From an optimization exercise on the open Yosys and OpenROAD flow, aimed at small area, a short achievable clock period and few clock cycles per item; shortcuts taken in it are not production practice.
In this exercise RTL edits were held to simulation tests only and were not proved equivalent to the original.

// circular_alpha_mask_premultiply_unit
module circular_alpha_mask_premultiply_unit (
  input  logic        clk,
  input  logic        rst_n,
  input  logic        cfg_we,
  input  logic [11:0] cfg_wdata,
  input  logic        in_valid,
  output logic        in_stall,
  input  logic [11:0] in_pos_x,
  input  logic [11:0] in_pos_y,
  input  logic [7:0]  in_blue_in,
  input  logic [7:0]  in_green_in,
  input  logic [7:0]  in_red_in,
  input  logic [7:0]  in_alpha_in,
  output logic        out_valid,
  input  logic        out_stall,
  output logic [7:0]  out_blue_out,
  output logic [7:0]  out_green_out,
  output logic [7:0]  out_red_out,
  output logic [7:0]  out_alpha_out,
  output logic [1:0]  out_region
);
Size in the first run: roughly 870 flip-flops, ~110 I/O pins, about 58000 um2 of cells after synthesis.
make LEC_CHECK=0 CAP_MARGIN=5 CORE_MARGIN=2 CORE_UTILIZATION=60 SETUP_SLACK_MARGIN=3.8 SLEW_MARGIN=5 finish   # period 7.5 ns
run.sh (not shown) runs the stock make flow with config.mk's settings and CLKGATE_MAP_FILE= SYNTH_SCRIPT=/design/flow/synth_recipe.tcl, a recipe that flattens the netlist after the stock synthesis.
Testbench counts at the start, summed over its fixed seeds: cycles 12,400, items 12,288.
Rerun with:
Settings changed: CAP_MARGIN 5 to 20, CTS_CLUSTER_DIAMETER set to 100, CTS_CLUSTER_SIZE set to 24, SLEW_MARGIN 5 to 20, TNS_END_PERCENT set to 5.
Result: The changed run produced a clean layout. Synthesized cell count is unchanged. Worst hold slack improved by 0.0083 ns. Final cell count falls by 2.0%. Area after synthesis stays the same. Via count goes down by 2.0%. Clock-buffer cell count fell by 50.
Rerun with:
Settings changed: CTS_CLUSTER_DIAMETER 100 to unset, CTS_CLUSTER_SIZE 24 to unset, SETUP_SLACK_MARGIN 3.8 to 4.0, TNS_END_PERCENT 5 to unset.
Outcome: The new run completed without violations; via count goes up by 4.3%; setup slack improves by 0.044 ns; count of clock-buffer cells in the layout climbs by 61; hold slack gets worse by 0.014 ns; utilization increases by 4.7 points; wire length came out higher by 7.1%; synthesized area is unchanged; final area increases by 7.1%; clock skew grows by 0.016 ns.
Rerun with:
Settings changed: CTS_CLUSTER_DIAMETER set to 100, CTS_CLUSTER_SIZE set to 24, SETUP_SLACK_MARGIN 4.0 to 3.9.
Effect: First-iteration DRC count falls by a few percent; setup slack loses 0.017 ns; sequential cell count stays the same; routed wire length falls by a few percent; global-route usage falls by 0.83 points; worst hold slack gains 0.0083 ns.
Rerun with:
Settings changed: SETUP_SLACK_MARGIN 3.9 to 3.7.
Routed wire length drops by a few percent.
Die area is unchanged.
First-iteration DRC count drops by a few percent.
Final area drops by a few percent.
Worst setup slack gains 0.012 ns.
Critical path depth climbs by 2.
Sequential cell count stays the same.
Maximum frequency climbs slightly.
Non-clock buffer count drops by 123.

== oak ==
Starting RTL as in the previous note.
make LEC_CHECK=0 CAP_MARGIN=20 CORE_MARGIN=2 CORE_UTILIZATION=60 CTS_CLUSTER_DIAMETER=110 CTS_CLUSTER_SIZE=30 SETUP_SLACK_MARGIN=3.8 SLEW_MARGIN=20 finish   # period 7.5 ns
Testbench counts of oak, summed over its fixed seeds: cycles 12,400, items 12,288.
Modified inputs, pine compared to oak
- a change of CTS_CLUSTER_SIZE from 30 to 24
- a change of CTS_CLUSTER_DIAMETER from 110 to 100
## What came out
Non-clock buffer count for pine is higher than for oak.
In the metrics for oak and pine, the one carrying the lower total CTS buffers is oak.
pine has worst hold slack below what oak had.
pine vs. oak: count of clock-buffer cells in the layout went up by 17.
pine vs oak — maximum clock frequency climbed slightly
On sum of routed wire length over all layers, pine tracks oak almost exactly.
Compared with oak, pine shows a higher worst setup slack.
As far as number of distinct library cell variants in the gate-level netlist after synthesis goes, pine and oak are indistinguishable; the numbers are identical.

== job 101 ==
circular_alpha_mask_premultiply_unit again, from the RTL that the note above started with.
clock: 7.5 ns
lec_check: 0
cap_margin: 20
core_margin: 2
core_utilization: 60
cts_cluster_diameter: 100
cts_cluster_size: 24
setup_slack_margin: 3.4
slew_margin: 20
Testbench counts of job 101, summed over its fixed seeds: cycles 12,400, items 12,288.
For job 102, these inputs were changed with respect to job 101:
- changing SETUP_SLACK_MARGIN from 3.4 to 3.6
## What came out
Job 101 and job 102 ended up with roughly the same clock network area share.
Job 102 gives more number of gates resized after cts than job 101 did.
Job 102 vs. job 101: largest stage delay on the critical path picked up an extra 0.04 ns; critical path depth picked up an extra 11; synthesized cell count neither gained nor lost much; fmax picked up an extra 0.011 GHz.
The run showing the greater routed wire length is job 102.
--- input diff job 102..job 103 ---
- clearing CTS_CLUSTER_SIZE, which used to be 24
- clearing CTS_CLUSTER_DIAMETER, which used to be 100
- swapping 3.6 for 3.8 in SETUP_SLACK_MARGIN
Notes after the runs:
Share of post-route cells with drive strength above 1 ends up lower on job 102.
Higher hold slack among job 103 and job 102: job 102
In job 103 relative to job 102, setup fix buffers added after clock tree synthesis had gone up by more than half.
Job 103: done, clean on timing, DRC and antenna
Relative to job 102, the via total after detailed routing of job 103 is higher by 2.2%.
Global-route usage for job 103 is higher than for job 102.
Summary — total stage count of the critical path, job 103 relative to job 102: lower, by 6.
Job 103 vs job 102: non-clock buffer count up by more than a quarter

Another version of the RTL of circular_alpha_mask_premultiply_unit (not shown whole).
Size: about 110 I/O pins, roughly 59000 sq um of cells after synthesis.
==> flow/design.v (excerpt) <==
module circular_alpha_mask_premultiply_unit (
  input  logic        clk,
  input  logic        rst_n,
  input  logic        cfg_we,
  input  logic [11:0] cfg_wdata,
  input  logic        in_valid,
  output logic        in_stall,
  input  logic [11:0] in_pos_x,
  input  logic [11:0] in_pos_y,
  input  logic [7:0]  in_blue_in,
  input  logic [7:0]  in_green_in,
  input  logic [7:0]  in_red_in,
  input  logic [7:0]  in_alpha_in,
  output logic        out_valid,
  input  logic        out_stall,
  output logic [7:0]  out_blue_out,
  output logic [7:0]  out_green_out,
  output logic [7:0]  out_red_out,
  output logic [7:0]  out_alpha_out,
  output logic [1:0]  out_region
);
  localparam int NV = 13;
  logic          busy;
  logic          en;
  logic [NV:1]   v;
  logic          inj1, inj2;
  assign en        = !(v[NV] && out_stall);
  assign in_stall  = !en || busy;
  assign out_valid = v[NV];
  logic [11:0] size_r;
  logic [25:0] p2_r;        
  logic [25:0] p2n;
  logic [25:0] g_c;
  always_ff @(posedge clk) begin
    if (!rst_n)      size_r <= 12'd256;
    else if (cfg_we) size_r <= cfg_wdata;
  end
  always_ff @(posedge clk) begin
    if (!rst_n)             p2_r <= 26'd62500;
    else if (cfg_we)        p2_r <= 26'd0;
    else if (inj2 && en)    p2_r <= g_c;
  end
  assign p2n = ~p2_r;
  logic [25:0] t6_r;
  logic [16:0] c4_r, c2_r;
  logic [8:0]  shi_m1;
  ...
==> flow/config.mk <==
export PLATFORM = sky130hd
export DESIGN_NAME = circular_alpha_mask_premultiply_unit
export DESIGN_NICKNAME = circular_alpha_mask_premultiply_unit
export VERILOG_FILES = /design/flow/design.v
export SDC_FILE = /design/flow/constraint.sdc
export NUM_CORES = 4
export LEC_CHECK = 0
export CAP_MARGIN = 20
export CORE_MARGIN = 2
export CORE_UTILIZATION = 60
export CTS_CLUSTER_DIAMETER = 100
export CTS_CLUSTER_SIZE = 24
export SETUP_SLACK_MARGIN = 3.75
export SLEW_MARGIN = 20
==> flow/constraint.sdc <==
create_clock -name core_clock -period 7.5 [get_ports {clk}]
set_input_delay 1.5000 -clock core_clock [delete_from_list [all_inputs] [get_ports {clk}]]
set_output_delay 1.5000 -clock core_clock [all_outputs]
set_load 0.01 [all_outputs]
The baseline finished clean.
Testbench counts at the start, summed over its fixed seeds: cycles 12,400, items 12,288.
Then changed:
--- a/flow/config.mk
+++ b/flow/config.mk
@@ -13 +13 @@
-export SETUP_SLACK_MARGIN = 3.75
+export SETUP_SLACK_MARGIN = 3.8
The changed run passed the timing, DRC and antenna checks. Die area stays the same. First-iteration DRC count fell by a little under a tenth. Design area goes up slightly. Routed wire length increases slightly. Critical path depth is unchanged. Final cell count came out higher slightly. Setup slack is worse by 0.019 ns.
Then changed:
--- a/flow/config.mk
+++ b/flow/config.mk
@@ -13 +13 @@
-export SETUP_SLACK_MARGIN = 3.8
+export SETUP_SLACK_MARGIN = 3.7
Result: Worst hold slack stays flat; synthesized area does not change; critical path depth goes down by 4; setup slack gets worse by 0.016 ns; global-route usage goes down by 0.36 points; register-to-register slack gets worse by 0.02 ns.
Then changed:
--- a/flow/config.mk
+++ b/flow/config.mk
@@ -13 +13,3 @@
-export SETUP_SLACK_MARGIN = 3.7
+export GPL_ROUTABILITY_DRIVEN = 0
+export PLACE_DENSITY = 0.7
+export SETUP_SLACK_MARGIN = 3.8
Worst setup slack is worse by 0.0061 ns.
Register-to-register slack barely changes.
Final cell count climbs by about 1.1%.
Utilization climbs by 1.4 points.
Synthesized cell count does not change.
Count of clock-buffer cells in the layout drops by 4.
Cell area climbs by about 2%.
Routed wire length climbs by about 3.5%.
Clock skew climbs by 0.0093 ns.
Then changed:
--- a/flow/config.mk
+++ b/flow/config.mk
@@ -13,3 +13 @@
-export GPL_ROUTABILITY_DRIVEN = 0
-export PLACE_DENSITY = 0.7
-export SETUP_SLACK_MARGIN = 3.8
+export SETUP_SLACK_MARGIN = 3.6
=> Core utilization drops by 2.2 points; setup slack gets better by 0.025 ns; wire length drops by 4.8%; synthesized cell count stays the same; die area stays the same; non-clock buffer count drops by 133; register-to-register slack gets better by 0.02 ns; fmax climbs by 0.65%; hold slack gets better by 0.011 ns.

==> what the ideal ports hide <==
Ports are ideal in the flow. The routed layouts listed here were re-timed in OpenROAD.
Step 1 (the two cells are an assumption about what drives the block):
set clk [get_ports {clk}]
set_driving_cell -lib_cell sky130_fd_sc_hd__clkbuf_16 $clk
set_driving_cell -lib_cell sky130_fd_sc_hd__buf_2 [delete_from_list [all_inputs] $clk]
Step 2 also shifts input and output timing later by t, the mid clock arrival at the registers, as if the neighbouring blocks saw the same clock.
Three values: no drivers, after step 1, after step 2; two values: the first two.
| run | shift t [ns] | setup WS [ns] | hold slack, ns | clock arrival spread, ns | cell pins on the clock port's net |
|---|---|---|---|---|---|
| the first run of note 1 | 0.739 | 3.748 / 3.748 / 3.395 | 0.410 / 0.410 / 0.410 | 0.036 / 0.036 | 1 |
| the second run of note 1 | 0.718 | 3.707 / 3.707 / 3.079 | 0.418 / 0.418 / 0.418 | 0.032 / 0.032 | 1 |
| the third run of note 1 | 0.762 | 3.751 / 3.751 / 3.479 | 0.405 / 0.405 / 0.405 | 0.065 / 0.066 | 1 |
| the fourth run of note 1 | 0.734 | 3.734 / 3.734 / 3.487 | 0.413 / 0.413 / 0.413 | 0.029 / 0.029 | 1 |
| the fifth run of note 1 | 0.729 | 3.746 / 3.746 / 3.207 | 0.414 / 0.414 / 0.414 | 0.036 / 0.036 | 1 |
| oak | 0.712 | 3.734 / 3.734 / 3.335 | 0.415 / 0.415 / 0.415 | 0.034 / 0.035 | 1 |
| pine | 0.721 | 3.768 / 3.768 / 3.321 | 0.401 / 0.401 / 0.401 | 0.042 / 0.042 | 1 |
| job 101 | 0.716 | 3.481 / 3.458 / 2.936 | 0.415 / 0.415 / 0.415 | 0.035 / 0.036 | 1 |
| job 102 | 0.728 | 3.647 / 3.647 / 3.371 | 0.415 / 0.415 / 0.415 | 0.028 / 0.027 | 1 |
| job 103 | 0.739 | 3.748 / 3.748 / 3.395 | 0.410 / 0.410 / 0.410 | 0.036 / 0.036 | 1 |
| the first run of note 4 | 0.720 | 3.695 / 3.695 / 3.392 | 0.408 / 0.408 / 0.408 | 0.030 / 0.030 | 1 |
| the second run of note 4 | 0.721 | 3.676 / 3.676 / 3.389 | 0.411 / 0.411 / 0.411 | 0.029 / 0.030 | 1 |
| the third run of note 4 | 0.718 | 3.660 / 3.660 / 3.381 | 0.411 / 0.411 / 0.411 | 0.031 / 0.031 | 1 |
| the fourth run of note 4 | 0.738 | 3.654 / 3.654 / 3.251 | 0.401 / 0.401 / 0.401 | 0.036 / 0.037 | 1 |
| the fifth run of note 4 | 0.721 | 3.679 / 3.679 / 3.395 | 0.412 / 0.412 / 0.412 | 0.028 / 0.028 | 1 |
After both steps setup and hold are still met in every run listed. The setup slack of the second run of note 1, which loses most, moves by 0.000 ns with the drivers and by -0.628 ns with both steps.
